This is an optimization exercise on Yosys and OpenROAD, whose aim is small area and a short achievable clock period, not a production implementation. Function was checked by simulation only, so behaviour that the tests miss may differ from the original. Power figures rest on the tool's default switching activity, not on a simulated workload.

==> design/flow/design.v <==
package monitor_pkg;
    typedef enum logic [1:0] {
        OP_PUSH  = 2'd0,     
        OP_LOGIC = 2'd1,     
        OP_EDIT  = 2'd2,     
        OP_TIMER = 2'd3      
    } op_t;
    typedef struct packed {
        op_t        op;      
        logic       flag;    
        logic [4:0] arg;     
    } insn_t;
    typedef logic [12-1:0] timer_t;
    typedef logic [32-1:0] vec_t;
    typedef logic [8-1:0] pc_t;
endpackage
module scan_config #(
    parameter int mem_len = 32   
) (
    input  logic                      clk,
    input  logic                      scan_reset,       
    input  logic                      scan_en,          
    input  logic                      scan_in,
    input  monitor_pkg::pc_t          pc,
    output logic                      scan_out,
    output monitor_pkg::pc_t          cfg_prog_len,
    output logic [16-1:0] cfg_tick_len,
    output monitor_pkg::vec_t         cfg_check_mask,   
    output monitor_pkg::insn_t        insn,             
    output logic [7:0]                imm               
);
    localparam int tick_lsb  = 8;
    localparam int mask_lsb  = tick_lsb + 16;
    localparam int mem_lsb   = mask_lsb + 32;
    localparam int chain_len = mem_lsb + 8 * mem_len;
    logic [chain_len-1:0]     chain;
    logic [8:0]    addr_insn;   
    logic [8:0]    addr_imm;
    function automatic [7:0] read_byte(input [8:0] addr);
        logic [7:0] data;
        data = 8'h00;
        if (addr < mem_len) begin
            data = chain[mem_lsb + 8 * addr +: 8];
        end
        read_byte = data;
    endfunction
    always_ff @(posedge clk) begin
        if (scan_reset) begin
            chain <= '0;
        end else if (scan_en) begin
            chain <= {chain[chain_len-2:0], scan_in};   
        end
    end
    assign scan_out       = chain[chain_len-1];
    assign cfg_prog_len   = chain[tick_lsb-1:0];
    assign cfg_tick_len   = chain[mask_lsb-1:tick_lsb];
    assign cfg_check_mask = chain[mem_lsb-1:mask_lsb];
    assign addr_insn = {1'b0, pc};
    assign addr_imm  = {1'b0, pc} + 1'b1;
    always_comb begin
        insn = monitor_pkg::insn_t'(read_byte(addr_insn));   
        imm  = read_byte(addr_imm);             
    end
endmodule
module tick_sequencer (
    input  logic                      clk,
    input  logic                      reset,
    input  logic                      scan_en,          
    input  monitor_pkg::pc_t          cfg_prog_len,
    input  logic [16-1:0] cfg_tick_len,
    input  monitor_pkg::insn_t        insn,
    output monitor_pkg::pc_t          pc,
    output logic                      event_setup,      
    output logic                      event_flush,      
    output logic                      push_en,
    output logic                      logic_en,
    output logic                      edit_en,
    output logic                      timer_cmp_en,
    output logic                      timer_reset_en,
    output logic                      pop_en
);
    logic                      running;       
    logic [16-1:0] tick_cnt;      
    logic                      tick_last;
    logic                      prog_active;   
    logic                      two_byte;      
    monitor_pkg::pc_t                       pc_step;
    assign tick_last   = tick_cnt == cfg_tick_len - 1'b1;
    assign event_setup = running && tick_cnt == '0;
    assign event_flush = running && tick_last;
    assign prog_active = running && tick_cnt != '0 && pc < cfg_prog_len;
    assign two_byte = insn.op == monitor_pkg::OP_TIMER && !insn.flag;
    assign pc_step  = two_byte ? monitor_pkg::pc_t'(2) : monitor_pkg::pc_t'(1);
    always_ff @(posedge clk) begin
        if (reset || scan_en) begin
            running  <= 1'b0;
            tick_cnt <= '0;
            pc       <= '0;
        end else begin
            running <= 1'b1;   
            if (running) begin
                tick_cnt <= tick_last ? '0 : tick_cnt + 1'b1;
            end
            if (event_setup) begin
                pc <= '0;
            end else if (prog_active) begin
                pc <= pc + pc_step;
            end
        end
    end
    always_comb begin
        push_en        = 1'b0;
        logic_en       = 1'b0;
        edit_en        = 1'b0;
        timer_cmp_en   = 1'b0;
        timer_reset_en = 1'b0;
        pop_en         = 1'b0;
        if (prog_active) begin
            case (insn.op)
                monitor_pkg::OP_PUSH:  push_en  = 1'b1;
                monitor_pkg::OP_LOGIC: logic_en = 1'b1;
                monitor_pkg::OP_EDIT:  edit_en  = 1'b1;   
                monitor_pkg::OP_TIMER: begin
                    if (insn.flag) begin
                        timer_reset_en = 1'b1;   
                        pop_en         = 1'b1;
                    end else begin
                        timer_cmp_en = 1'b1;
                        push_en      = 1'b1;   
                    end
                end
                default: ;
            endcase
        end
    end
endmodule
module timer_bank (
    input  logic       clk,
    input  logic       reset,
    input  logic       tick,         
    input  logic       cmp_en,
    input  logic [4:0] insn_arg,     
    input  logic [7:0] imm,
    input  logic       reset_en,
    input  logic       stack_top,    
    output logic       cmp_result
);
    monitor_pkg::timer_t timers [4];   
    monitor_pkg::timer_t sel_timer;
    monitor_pkg::timer_t limit;
    logic   cmp_eq;
    logic   cmp_lt;
    logic   do_reset;
    assign sel_timer = timers[insn_arg[1:0]];
    assign limit     = monitor_pkg::timer_t'(imm);   
    assign cmp_eq    = sel_timer == limit;
    assign cmp_lt    = sel_timer < limit;
    assign cmp_result = cmp_en && (insn_arg[2] ? cmp_eq : cmp_lt);
    assign do_reset = reset_en && stack_top;
    always_ff @(posedge clk) begin
        for (int i = 0; i < 4; i++) begin
            if (reset) begin
                timers[i] <= '0;
            end else if (do_reset && insn_arg[i]) begin
                timers[i] <= '0;   
            end else if (tick && timers[i] != '1) begin
                timers[i] <= timers[i] + 1'b1;   
            end
        end
    end
endmodule
module eval_stack (
    input  logic       clk,
    input  logic       reset,
    input  logic       clear,       
    input  logic       push_en,
    input  logic       push_val,
    input  logic       logic_en,    
    input  logic [3:0] lut,
    input  logic       pop_en,
    output logic       stack_top
);
    localparam int depth = 6;
    logic [depth-1:0] stack;    
    logic             s0;       
    logic             s1;       
    logic             lut_bit;
    assign s0        = stack[0];
    assign s1        = stack[1];
    assign lut_bit   = lut[{s1, s0}];
    assign stack_top = stack[0];
    always_ff @(posedge clk) begin
        if (reset || clear) begin
            stack <= '0;
        end else if (push_en) begin
            stack <= {stack[depth-2:0], push_val};   
        end else if (logic_en) begin
            stack <= {1'b0, stack[depth-1:2], lut_bit};   
        end else if (pop_en) begin
            stack <= {1'b0, stack[depth-1:1]};   
        end
    end
endmodule
module io_frame (
    input  logic                      clk,
    input  logic                      reset,
    input  monitor_pkg::vec_t         inputs,
    input  logic                      setup,            
    input  logic                      flush,            
    input  logic [5-1:0] rd_addr,          
    input  logic                      edit_en,
    input  logic                      edit_val,
    input  logic                      stack_top,        
    input  monitor_pkg::vec_t         cfg_check_mask,
    output logic                      input_bit,
    output monitor_pkg::vec_t         outputs,
    output logic                      violation
);
    monitor_pkg::vec_t snapshot;   
    monitor_pkg::vec_t out_buf;    
    monitor_pkg::vec_t mismatch;
    assign input_bit = snapshot[rd_addr];
    assign mismatch  = (out_buf ^ snapshot) & cfg_check_mask;
    always_ff @(posedge clk) begin
        if (reset) begin
            snapshot <= '0;
            out_buf  <= '0;
        end else if (setup) begin
            snapshot <= inputs;
            out_buf  <= inputs;
        end else if (edit_en && stack_top) begin
            out_buf[rd_addr] <= edit_val;
        end
    end
    always_ff @(posedge clk) begin
        if (reset) begin
            outputs   <= '0;
            violation <= 1'b0;
        end else if (flush) begin
            outputs   <= out_buf;
            violation <= |mismatch;   
        end
    end
endmodule
module monitor_top (
    input  logic              clk,
    input  logic              reset,
    input  logic              scan_in,
    input  logic              scan_en,
    input  logic              scan_reset,   
    input  monitor_pkg::vec_t inputs,
    output logic              scan_out,
    output monitor_pkg::vec_t outputs,
    output logic              violation,
    output logic              event_setup,
    output logic              event_flush
);
    monitor_pkg::pc_t                       cfg_prog_len;
    logic [16-1:0] cfg_tick_len;
    monitor_pkg::vec_t                      cfg_check_mask;
    monitor_pkg::insn_t                     insn;
    logic [7:0]                imm;
    monitor_pkg::pc_t                       pc;
    logic                      push_en;
    logic                      logic_en;
    logic                      edit_en;
    logic                      timer_cmp_en;
    logic                      timer_reset_en;
    logic                      pop_en;
    logic                      cmp_result;
    logic                      input_bit;
    logic                      stack_top;
    logic                      push_val;
    assign push_val = timer_cmp_en ? cmp_result : input_bit;
    scan_config i_scan_config (
        .clk            (clk),
        .scan_reset     (scan_reset),
        .scan_en        (scan_en),
        .scan_in        (scan_in),
        .pc             (pc),
        .scan_out       (scan_out),
        .cfg_prog_len   (cfg_prog_len),
        .cfg_tick_len   (cfg_tick_len),
        .cfg_check_mask (cfg_check_mask),
        .insn           (insn),
        .imm            (imm)
    );
    tick_sequencer i_tick_sequencer (
        .clk            (clk),
        .reset          (reset),
        .scan_en        (scan_en),
        .cfg_prog_len   (cfg_prog_len),
        .cfg_tick_len   (cfg_tick_len),
        .insn           (insn),
        .pc             (pc),
        .event_setup    (event_setup),
        .event_flush    (event_flush),
        .push_en        (push_en),
        .logic_en       (logic_en),
        .edit_en        (edit_en),
        .timer_cmp_en   (timer_cmp_en),
        .timer_reset_en (timer_reset_en),
        .pop_en         (pop_en)
    );
    timer_bank i_timer_bank (
        .clk        (clk),
        .reset      (reset),
        .tick       (event_flush),   
        .cmp_en     (timer_cmp_en),
        .insn_arg   (insn.arg),
        .imm        (imm),
        .reset_en   (timer_reset_en),
        .stack_top  (stack_top),
        .cmp_result (cmp_result)
    );
    eval_stack i_eval_stack (
        .clk       (clk),
        .reset     (reset),
        .clear     (event_setup),
        .push_en   (push_en),
        .push_val  (push_val),
        .logic_en  (logic_en),
        .lut       (insn.arg[3:0]),
        .pop_en    (pop_en),
        .stack_top (stack_top)
    );
    io_frame i_io_frame (
        .clk            (clk),
        .reset          (reset),
        .inputs         (inputs),
        .setup          (event_setup),
        .flush          (event_flush),
        .rd_addr        (insn.arg),
        .edit_en        (edit_en),
        .edit_val       (insn.flag),   
        .stack_top      (stack_top),
        .cfg_check_mask (cfg_check_mask),
        .input_bit      (input_bit),
        .outputs        (outputs),
        .violation      (violation)
    );
endmodule
==> design/flow/run.sh <==
#!/bin/bash
# synth_recipe.tcl (not shown) runs the flow's synth.tcl, then flattens the netlist and writes it again
# the make line also repeats each setting of config.mk as NAME=value (left out here)
make -C /OpenROAD-flow-scripts/flow DESIGN_CONFIG=/design/flow/config.mk WORK_HOME=/design/flow/orfs CLKGATE_MAP_FILE= SYNTH_SCRIPT=/design/flow/synth_recipe.tcl finish
==> design/flow/config.mk <==
export PLATFORM = sky130hd
export DESIGN_NAME = monitor_top
export DESIGN_NICKNAME = monitor_top
export VERILOG_FILES = /design/flow/design.v
export SDC_FILE = /design/flow/constraint.sdc
export NUM_CORES = 4
export LEC_CHECK = 0
export CAP_MARGIN = 20
export CORE_MARGIN = 2
export CORE_UTILIZATION = 40
export SLEW_MARGIN = 20
==> design/flow/constraint.sdc <==
create_clock -name core_clock -period 6.0 [get_ports {clk}]
set_input_delay 1.2000 -clock core_clock [delete_from_list [all_inputs] [get_ports {clk}]]
set_output_delay 1.2000 -clock core_clock [all_outputs]
set_load 0.01 [all_outputs]
==> flow_summary.ini <==
[run_status]
status = timing/DRC/antenna clean

[critical_path]
cpMostUsedCell = o21ai_0
r2r_start = i_tick_sequencer.pc[0]
crit_family = compound AO/OA/AOI/OAI gates
critical_path_class = reg -> reg
path_cells = mux4_2, a211o_1, o311a_1, nand2_1, inv_1, ha_1, a222oi_1, a21oi_1, ha_1, nor2b_1, o21ai_0, nand2b_1, a21oi_1, nor2b_1, o21ai_0, a31oi_1, o41ai_1, o21ai_0, o31ai_1
slowest_delay_ns = 0.72
crit_fanout = 35
path_buf_inv = 1
end_kind = flop
cp_slowest_cell = dfxtp_4
worstPathArrival_ns = 5.76
worstPathRequired_ns = 6.52
startpoint_type = flop
cp-startpoint = i_tick_sequencer.pc[0]

[die]
die_w_um = 253
ioPinCount = 73
row_count = 91
start_util_pct = 40.3
fp.dieH_um = 253
die_area_um2 = 64000
design.core.area_um2 = 61500

[detailed_routing]
wl_mm = 70.0
post_drt_wl_per_cell_um = 20.7
vias_per_cell = 5.78
drt-initial-drc-count = 2170
drt-pass1-iter-count = 10
postRouteAntennaNets = 0
vias = 19513
drc = 0

[clock_tree]
clk_pin_slew_ns = 0.06
clockBufferDepth = 3
clock_latency_ns = 0.62
cts_hold_buf = 0
clockRootBuffer = clkbuf_16
postCtsResizedCells = 0
cts_setup_buffers = 0
cts_tree = built
clkSinkCount = 488
cts_buffers = 54
htreeDepth = 2

[grt]
antenna_found_initial = 0
grt_pass1_wl_mm = 109
grt_max_degree = 178
grt_usage_pct = 21.5
grt-ovfl-total = 0
grt_pass1_vias = 18707

[min_path]
hold_class = reg -> reg
worstHoldStart = i_io_frame.snapshot[12]

[sta]
period_share_pct = 87.3
worstMarginPinSlew_ns = 1.00
timing.fmax_ghz = 0.191
skew_ns = 0.0238
hold_viol = 0
relSlewSlack_pct = 32.3
grt_setup_unrepaired = no
finalSetupTns_ns = 0
finalSetupViolCount = 0
period_needed_ns = 5.24
slew_violations = 0

[finish]
final_layout_size_suffix_gt1_share_pct = 10.1
final_common_cell = dfxtp_1
layout.nets = 2609
final_area_um2 = 28000
syn_to_final_growth_pct = 12.8
final_cell_mix = 485 x dfxtp_1, 465 x nor2_1, 432 x mux2i_1
diodes = 0

[yosys]
syn_nets = 2638
synthCells = 2572
ys_warn_count = 6
ys_seq_area_share_pct = 39.4
synthTopCellsByArea = dfxtp_1 39%, mux2i_1 17%, mux4_2 10%
yosysTopAreaCell = dfxtp_1
yosysUniqueCellTypes = 78
ys_ff_latch = 488
yosys_most_used_dff = dfxtp_1
async_flop_share_pct = 0
syn_area_um2 = 24800
avgSynthCellArea_um2 = 9.65
synth_edf_count = 0
yosysTopAreaCellShare_pct = 39.4

[placed_design]
dpl_cell_area_um2 = 26000
hpwl_mm = 49.3
io_buffers = 72
gp_congestion = 0.938

[power]
leakage_uw = 0.0107
irDropWorstVdd_uv = 197
p_total_uw = 7160
powerDensity_nw_per_um2 = 256

[flow_run]
maxCapViolations = 0
## path summary, 6_finish.rpt
check / endpoint / slack [ns] / cells after the start
min: i_io_frame.snapshot[12] / 0.48 / 2
max reg2reg: i_eval_stack.stack[0] / 0.76 / 19
max: i_eval_stack.stack[0] / 0.76 / 19
min reg2reg: i_io_frame.snapshot[12] / 0.48 / 2
## kinds of logic after synthesis
kind of cell	share of synthesized area [%]
simple gates	15.2
mux	27.9
flops	39.4
xor+xnor	3.99
buf+inv	3.69
compound gates	8.41
fa+ha+maj	1.49
## power breakdown
part,switching (µW),total (µW),internal [µW]
Clock,1400,3580,2170
Sequential,33.9,3300,3260
Combinational,175,284,109
Total,1610,7160,5550
## area by class of cell
| class | instances | area [µm²] |
|---|---|---|
| clock buffer | 79 | 1630 |
| clock inverter | 19 | 298 |
| fill | 5743 | 33500 |
| inverter | 33 | 124 |
| multi-input combinational | 1863 | 14100 |
| sequential | 488 | 9780 |
| tap | 790 | 988 |
| timing repair buffer | 103 | 1030 |
## Yosys cell counts, drive strengths merged (8+ instances only)
master  number
a211oi      12
a21boi      11
a21o         9
a21oi       80
a222oi       8
a22oi       21
a31oi       21
and2        15
and3        19
buf         83
clkbuf     105
dfxtp      488
ha          28
inv         32
mux2        10
mux2i      432
mux4       110
nand2      182
nand2b      13
nand3       45
nand4       31
nor2       465
nor2b       10
nor3        27
nor4        15
o211ai      11
o21ai       42
o22ai       24
o311ai      10
or3         13
xnor2       28
xor2        85
## state kept, by name (all words and copies together) (netlist names)
register and count:
i_eval_stack.stack 6, i_io_frame.out_buf 32, i_io_frame.outputs 32, i_io_frame.snapshot 32, i_io_frame.violation 1, i_scan_config.chain 312, i_tick_sequencer.pc 8, i_tick_sequencer.running 1
i_tick_sequencer.tick_cnt 16, i_timer_bank.timers 48
## worst register-to-register path: stages, from the launching register on
cell and delay [ns]:
dfxtp_4 0.72, mux4_2 0.61, a211o_1 0.32, o311a_1 0.16, nand2_1 0.49, inv_1 0.26
ha_1 0.43, a222oi_1 0.41, a21oi_1 0.13, ha_1 0.34, nor2b_1 0.14, o21ai_0 0.15
nand2b_1 0.08, a21oi_1 0.14, nor2b_1 0.06, o21ai_0 0.16, a31oi_1 0.10, o41ai_1 0.24
o21ai_0 0.14, o31ai_1 0.08
## layer usage
layer / routed length, µm / part of all wire (%) / vias up / track usage, %
met5: 0 / 0 / - / 0
met4: 2310 / 3.3 / 0 / 7.98
met3: 4210 / 6.0 / 145 / 2.89
met2: 31800 / 45 / 679 / 34.1
met1: 31700 / 45 / 9522 / 30.0
li1: - / - / 9167 / -
## per-stage QoR
| stage | hold WS [ns] | setup slack, ns | instances | utilization, % |
|---|---|---|---|---|
| floorplan | 0.456 | 1.52 | 2572 | - |
| global placement | 0.467 | 0.983 | 3276 | 42.3 |
| detailed placement | 0.474 | 0.895 | 3276 | 42.3 |
| CTS | 0.484 | 0.844 | 3374 | 45.5 |
| global route | 0.501 | 0.337 | 3375 | 45.5 |
| finish | 0.483 | 0.762 | 3375 | 45.5 |

-- re-timing with driven ports --
How much do the figures lean on ideal ports? The routed layout below was timed once more, with nothing changed but the port constraints.
Step 1 assumes that a clkbuf_16 drives the clock port and a buf_2 every other input.
Step 2 also shifts input and output timing later by t, the mid clock arrival at the registers, as if the neighbouring blocks saw the same clock.
Slacks: ideal / step 1 / step 2; pairs: ideal / step 1.
t, ns: 0.671
slack for setup (ns): 0.762 / 0.762 / 0.762
worst hold slack (ns): 0.483 / 0.483 / 0.483
worst setup path after step 2: register to register
slew at the worst register clock pin (ns): 0.07 / 0.07
After both steps setup and hold are still met in this run. For this run, drivers alone change the setup slack by 0.000 ns; drivers and shift together by 0.000 ns.
